This is an optimization exercise on Yosys and OpenROAD, whose aim is small area, not a production implementation. The RTL was checked by simulation tests, not by an equivalence proof against the original design. No activity file was given, so power comes from the tool's default toggle rates.

==> inputs of run a <==
==> flow/design.v <==
package risc_pkg;
    localparam int DEF_DATA_W   = 32;
    localparam int DEF_NUM_REGS = 32;
endpackage
module rf_wbit (
    input  logic s,
    input  logic ns,
    input  logic d,
    input  logic q,
    output logic y
);
    assign y = (s & d) | (ns & q);
endmodule
module rf_aoi222 (
    input  logic [2:0] s,
    input  logic [2:0] d,
    output logic       y
);
    assign y = ~|(s & d);
endmodule
module rf_nand #(
    parameter int W = 4
) (
    input  logic [W-1:0] a,
    output logic         y
);
    assign y = ~&a;
endmodule
module rf_or #(
    parameter int W = 3
) (
    input  logic [W-1:0] a,
    output logic         y
);
    assign y = |a;
endmodule
module risc_regfile_rdport #(
    parameter int N = 31
) (
    input  logic [N-1:0] s,
    input  logic [N-1:0] d,
    output logic         y
);
    localparam int NG3 = N / 3;
    localparam int REM = N % 3;
    localparam int NG  = NG3 + REM;
    logic [NG-1:0] g;
    for (genvar j = 0; j < NG3; j++) begin : g_3
        rf_aoi222 u (.s(s[3*j +: 3]), .d(d[3*j +: 3]), .y(g[j]));
    end
    for (genvar j = 0; j < REM; j++) begin : g_1
        assign g[NG3 + j] = ~(s[3*NG3 + j] & d[3*NG3 + j]);
    end
    localparam int NQ = (NG + 3) / 4;
    logic [NQ-1:0] h;
    for (genvar j = 0; j < NQ; j++) begin : g_c
        localparam int W = (NG - 4*j) < 4 ? (NG - 4*j) : 4;
        rf_nand #(.W(W)) u (.a(g[4*j +: W]), .y(h[j]));
    end
    rf_or #(.W(NQ)) u_or (.a(h), .y(y));
endmodule
module risc_regfile_dump
#(
    parameter int   DATA_W   = risc_pkg::DEF_DATA_W,
    parameter int   NUM_REGS = risc_pkg::DEF_NUM_REGS,
    parameter int   NUM_RD   = 2,
    parameter int   ZERO_R0  = 1,
    localparam int  ADDR_W   = $clog2(NUM_REGS)
) (
    input  logic                     clk,
    input  logic                     reset,
    input  logic                     we,
    input  logic [ADDR_W-1:0]        waddr,
    input  logic [DATA_W-1:0]        wdata,
    input  logic [NUM_RD*ADDR_W-1:0] raddr,
    output logic [NUM_RD*DATA_W-1:0] rdata,
    input  logic                     dump_start,
    output logic                     dump_busy,
    output logic                     dump_valid,
    input  logic                     dump_ready,
    output logic [ADDR_W-1:0]        dump_addr,
    output logic [DATA_W-1:0]        dump_data,
    output logic                     dump_done
);
    localparam int NR = NUM_REGS - 1;    
    logic [NR-1:0][DATA_W-1:0] regs;     
    logic [NR-1:0][DATA_W-1:0] regs_d;   
    logic [NR-1:0]             vld;
    logic [NR-1:0]             wsel;
    logic [NR-1:0]             rv;
    always_comb begin
        for (int i = 0; i < NR; i++) begin
            wsel[i] = we && (waddr == ADDR_W'(i + 1));
        end
    end
    assign rv = vld | wsel;
    for (genvar i = 0; i < NR; i++) begin : g_reg
        for (genvar b = 0; b < DATA_W; b++) begin : g_bit
            rf_wbit u_w (
                .s (wsel[i]),
                .ns(~wsel[i]),
                .d (wdata[b]),
                .q (regs[i][b]),
                .y (regs_d[i][b])
            );
        end
        always_ff @(posedge clk) begin
            regs[i] <= regs_d[i];
        end
        always_ff @(posedge clk or negedge reset) begin
            if (!reset)       vld[i] <= 1'b0;
            else if (wsel[i]) vld[i] <= 1'b1;
        end
    end
    for (genvar k = 0; k < NUM_RD; k++) begin : g_rd
        logic [ADDR_W-1:0] ra;
        logic [NR-1:0]     sel;
        assign ra = raddr[k*ADDR_W +: ADDR_W];
        always_comb begin
            for (int i = 0; i < NR; i++) begin
                sel[i] = (ra == ADDR_W'(i + 1)) && rv[i];
            end
        end
        for (genvar b = 0; b < DATA_W; b++) begin : g_bit
            logic [NR-1:0] d;
            always_comb begin
                for (int i = 0; i < NR; i++) d[i] = regs_d[i][b];
            end
            risc_regfile_rdport #(.N(NR)) u_col (.s(sel), .d(d), .y(rdata[k*DATA_W + b]));
        end
    end
    logic              st_stream, st_done;
    logic [ADDR_W-1:0] nxt_addr;
    logic              adv, hold, last;
    logic [NR:0]       csel;
    assign dump_valid = st_stream;
    assign dump_done  = st_done;
    assign dump_busy  = st_stream | st_done;
    assign nxt_addr = dump_addr + 1'b1;
    assign last     = dump_addr == ADDR_W'(NUM_REGS - 1);
    assign adv      = st_stream && dump_ready;
    assign hold     = st_stream && !dump_ready;
    always_comb begin
        for (int i = 0; i < NR; i++) begin
            csel[i] = adv && (nxt_addr == ADDR_W'(i + 1)) && rv[i];
        end
        csel[NR] = hold;
    end
    logic [DATA_W-1:0] dump_data_d;
    for (genvar b = 0; b < DATA_W; b++) begin : g_cap
        logic [NR:0] d;
        always_comb begin
            for (int i = 0; i < NR; i++) d[i] = regs_d[i][b];
            d[NR] = dump_data[b];
        end
        risc_regfile_rdport #(.N(NR + 1)) u_col (.s(csel), .d(d), .y(dump_data_d[b]));
    end
    always_ff @(posedge clk or negedge reset) begin
        if (!reset) begin
            st_stream <= 1'b0;
            st_done   <= 1'b0;
        end else begin
            st_done <= adv && last;
            if (st_stream) st_stream <= !(dump_ready && last);
            else           st_stream <= dump_start && !st_done;
        end
    end
    always_ff @(posedge clk) begin
        dump_data <= dump_data_d;
        if (!st_stream)      dump_addr <= '0;
        else if (dump_ready) dump_addr <= nxt_addr;
    end
endmodule
==> flow/flow/run.sh <==
#!/bin/bash
cp standard.sh standard_sh.log 2>/dev/null
export BUFFER_PORTS_ARGS="-buffer_cell sky130_fd_sc_hd__buf_1"
export CTS_ARGS="-sink_clustering_enable -repair_clock_nets -dont_use_dummy_load -buf_list sky130_fd_sc_hd__clkbuf_4"
bash standard.sh > standard.log 2>&1
==> flow/standard.sh <==
#!/bin/bash
# synth_recipe.tcl (not shown) runs the flow's synth.tcl, then flattens the netlist and writes it again
# the make line also repeats each setting of config.mk as NAME=value (left out here)
make -C /OpenROAD-flow-scripts/flow DESIGN_CONFIG=/design/flow/config.mk WORK_HOME=/design/flow/orfs CLKGATE_MAP_FILE= SYNTH_SCRIPT=/design/flow/synth_recipe.tcl "${@:-finish}"
==> flow/config.mk <==
export PLATFORM = sky130hd
export DESIGN_NAME = risc_regfile_dump
export DESIGN_NICKNAME = risc_regfile_dump
export VERILOG_FILES = /design/flow/design.v
export SDC_FILE = /design/flow/constraint.sdc
export NUM_CORES = 8
export LEC_CHECK = 0
export CAP_MARGIN = 20
export CORE_MARGIN = 2
export CORE_UTILIZATION = 40
export PLACE_DENSITY = 0.45
export SLEW_MARGIN = 20
export SYNTH_HIERARCHICAL = 1
==> flow/constraint.sdc <==
create_clock -name core_clock -period 7.0 [get_ports {clk}]
set_input_delay 1.4000 -clock core_clock [delete_from_list [all_inputs] [get_ports {clk}]]
set_output_delay 1.4000 -clock core_clock [all_outputs]
set_load 0.01 [all_outputs]
==> run b (differences from run a) <==
==> flow/design.v, changed modules only <==
module rf_nor2 (
    input  logic a,
    input  logic b,
    output logic y
);
    assign y = ~(a | b);
endmodule
module rf_nand2 (
    input  logic a,
    input  logic b,
    output logic y
);
    assign y = ~(a & b);
endmodule
module rf_ao21 (
    input  logic a,
    input  logic b,
    input  logic c,
    output logic y
);
    assign y = (a & b) | c;
endmodule
module rf_and3 (
    input  logic a,
    input  logic b,
    input  logic c,
    output logic y
);
    assign y = a & b & c;
endmodule
module risc_regfile_dump
#(
    parameter int   DATA_W   = risc_pkg::DEF_DATA_W,
    parameter int   NUM_REGS = risc_pkg::DEF_NUM_REGS,
    parameter int   NUM_RD   = 2,
    parameter int   ZERO_R0  = 1,
    localparam int  ADDR_W   = $clog2(NUM_REGS)
) (
    input  logic                     clk,
    input  logic                     reset,
    input  logic                     we,
    input  logic [ADDR_W-1:0]        waddr,
    input  logic [DATA_W-1:0]        wdata,
    input  logic [NUM_RD*ADDR_W-1:0] raddr,
    output logic [NUM_RD*DATA_W-1:0] rdata,
    input  logic                     dump_start,
    output logic                     dump_busy,
    output logic                     dump_valid,
    input  logic                     dump_ready,
    output logic [ADDR_W-1:0]        dump_addr,
    output logic [DATA_W-1:0]        dump_data,
    output logic                     dump_done
);
    localparam int NR = NUM_REGS - 1;    
    logic [NR-1:0][DATA_W-1:0] regs;     
    logic [NR-1:0][DATA_W-1:0] regs_d;   
    logic [NR-1:0]             vld;
    logic [NR-1:0]             wsel;
    logic [NR-1:0]             rv;
    function automatic logic [11:0] npre(input logic [4:0] a, input logic en);
        for (int j = 0; j < 4; j++) npre[j]     = !(en && (a[1:0] == 2'(j)));
        for (int j = 0; j < 8; j++) npre[4 + j] = !(a[4:2] == 3'(j));
    endfunction
    logic [NR-1:0] nwsel;
    logic [11:0]   wpre, wpre_n;
    assign wpre_n = npre(waddr, we);
    assign wpre   = ~wpre_n;
    for (genvar i = 0; i < NR; i++) begin : g_wdec
        rf_nor2  u_s (.a(wpre_n[(i + 1) % 4]), .b(wpre_n[4 + (i + 1) / 4]), .y(wsel[i]));
        rf_nand2 u_n (.a(wpre[(i + 1) % 4]),   .b(wpre[4 + (i + 1) / 4]),   .y(nwsel[i]));
        rf_ao21  u_v (.a(wpre[(i + 1) % 4]), .b(wpre[4 + (i + 1) / 4]), .c(vld[i]), .y(rv[i]));
    end
    for (genvar i = 0; i < NR; i++) begin : g_reg
        for (genvar b = 0; b < DATA_W; b++) begin : g_bit
            rf_wbit u_w (
                .s (wsel[i]),
                .ns(nwsel[i]),
                .d (wdata[b]),
                .q (regs[i][b]),
                .y (regs_d[i][b])
            );
        end
        always_ff @(posedge clk) begin
            regs[i] <= regs_d[i];
        end
        always_ff @(posedge clk or negedge reset) begin
            if (!reset)       vld[i] <= 1'b0;
            else              vld[i] <= rv[i];
        end
    end
    for (genvar k = 0; k < NUM_RD; k++) begin : g_rd
        logic [ADDR_W-1:0] ra;
        logic [NR-1:0]     sel;
        assign ra = raddr[k*ADDR_W +: ADDR_W];
        logic [11:0] pre;
        assign pre = ~npre(ra, 1'b1);
        for (genvar i = 0; i < NR; i++) begin : g_sel
            rf_and3 u (.a(pre[(i + 1) % 4]), .b(pre[4 + (i + 1) / 4]), .c(rv[i]), .y(sel[i]));
        end
        for (genvar b = 0; b < DATA_W; b++) begin : g_bit
            logic [NR-1:0] d;
            always_comb begin
                for (int i = 0; i < NR; i++) d[i] = regs_d[i][b];
            end
            risc_regfile_rdport #(.N(NR)) u_col (.s(sel), .d(d), .y(rdata[k*DATA_W + b]));
        end
    end
    logic              st_stream, st_done;
    logic [ADDR_W-1:0] nxt_addr;
    logic              adv, hold, last;
    logic [NR:0]       csel;
    assign dump_valid = st_stream;
    assign dump_done  = st_done;
    assign dump_busy  = st_stream | st_done;
    assign nxt_addr = dump_addr + 1'b1;
    assign last     = dump_addr == ADDR_W'(NUM_REGS - 1);
    assign adv      = st_stream && dump_ready;
    assign hold     = st_stream && !dump_ready;
    logic [11:0] cpre;
    assign cpre = ~npre(nxt_addr, adv);
    for (genvar i = 0; i < NR; i++) begin : g_csel
        rf_and3 u (.a(cpre[(i + 1) % 4]), .b(cpre[4 + (i + 1) / 4]), .c(rv[i]), .y(csel[i]));
    end
    assign csel[NR] = hold;
    logic [DATA_W-1:0] dump_data_d;
    for (genvar b = 0; b < DATA_W; b++) begin : g_cap
        logic [NR:0] d;
        always_comb begin
            for (int i = 0; i < NR; i++) d[i] = regs_d[i][b];
            d[NR] = dump_data[b];
        end
        risc_regfile_rdport #(.N(NR + 1)) u_col (.s(csel), .d(d), .y(dump_data_d[b]));
    end
    always_ff @(posedge clk or negedge reset) begin
        if (!reset) begin
            st_stream <= 1'b0;
            st_done   <= 1'b0;
        end else begin
            st_done <= adv && last;
            if (st_stream) st_stream <= !(dump_ready && last);
            else           st_stream <= dump_start && !st_done;
        end
    end
    always_ff @(posedge clk) begin
        dump_data <= dump_data_d;
        if (!st_stream)      dump_addr <= '0;
        else if (dump_ready) dump_addr <= nxt_addr;
    end
endmodule
==> flow/flow/run.sh (replaced) <==
#!/bin/bash
export BUFFER_PORTS_ARGS="-buffer_cell sky130_fd_sc_hd__buf_1"
export CTS_ARGS="-sink_clustering_enable -repair_clock_nets -dont_use_dummy_load -buf_list sky130_fd_sc_hd__clkbuf_4 -sink_clustering_size 7 -sink_clustering_max_diameter 50"
bash standard.sh > standard.log 2>&1
- CAP_MARGIN: 20 -> 10
- PLACE_DENSITY: 0.45 -> 0.6
- SETUP_SLACK_MARGIN: unset -> 0.15
- SLEW_MARGIN: 20 -> 10
==> impl_results.md <==
- Result of the run: complete, no violations
- Clock distribution power: 4550 uW
- Clock share of power: 0.282
- Adder-cell share of the synthesized area: 0.00168
- Most area-consuming cells after synthesis: sky130_fd_sc_hd__dfxtp_1 (46%), sky130_fd_sc_hd__a222oi_1 (22%), sky130_fd_sc_hd__a22o_1 (19%)
- DRT iter0 DRCs: 13919
- Number of global-route vias before repair: 49282
- Floorplan die area: 114000 sq um
- Wire length on met3: 43300 microns
That was run a.
==> impl_results.md <==
- Result of the run: complete, no violations
- Clock distribution power: 3370 uW
- Ratio of cells with drive above 1 in the final layout: 0.108
- Die width: 338 microns
- Register-to-register setup slack: 2.73 ns
- Crit. path cell count: 10
- Most area-consuming cells after synthesis: sky130_fd_sc_hd__dfxtp_1 (46%), sky130_fd_sc_hd__a222oi_1 (22%), sky130_fd_sc_hd__a22o_1 (20%)
- Wire length on met3: 43900 microns
- Flip-flop count of the largest register after layout: 992
- Minimum clock period after layout: 6.67 ns
- Adder-cell share of the synthesized area: 0.00169
- Number of fill cells: 10515
- CTS buffer count: 172
- DRT iter0 DRCs: 15197
- Number of global-route vias before repair: 45446
- Clock share of power: 0.230
That was run b.

## afterwards: timing with drivers on the ports
In the flow no input, the clock included, has a driving cell. The finished layouts below were timed again as built, in two steps. Step 1 assumes that a clkbuf_16 drives the clock port and a buf_2 every other input. Step 2, shift: input delay + t, output delay - t, t = (earliest + latest rising clock arrival at the registers) / 2. This alone moves slack from input paths to output paths. Three values: no drivers, after step 1, after step 2; two values: the first two.
run | t, ns | setup WS [ns] | pins driven straight from the clock port
run a | 1.274 | 0.406 / 0.378 / 0.378 | 1
run b | 1.199 | 0.328 / 0.307 / 0.307 | 1
After both steps setup and hold are still met in every run listed. The setup slack of run a, which loses most, moves by -0.028 ns with the drivers and by -0.028 ns with both steps.
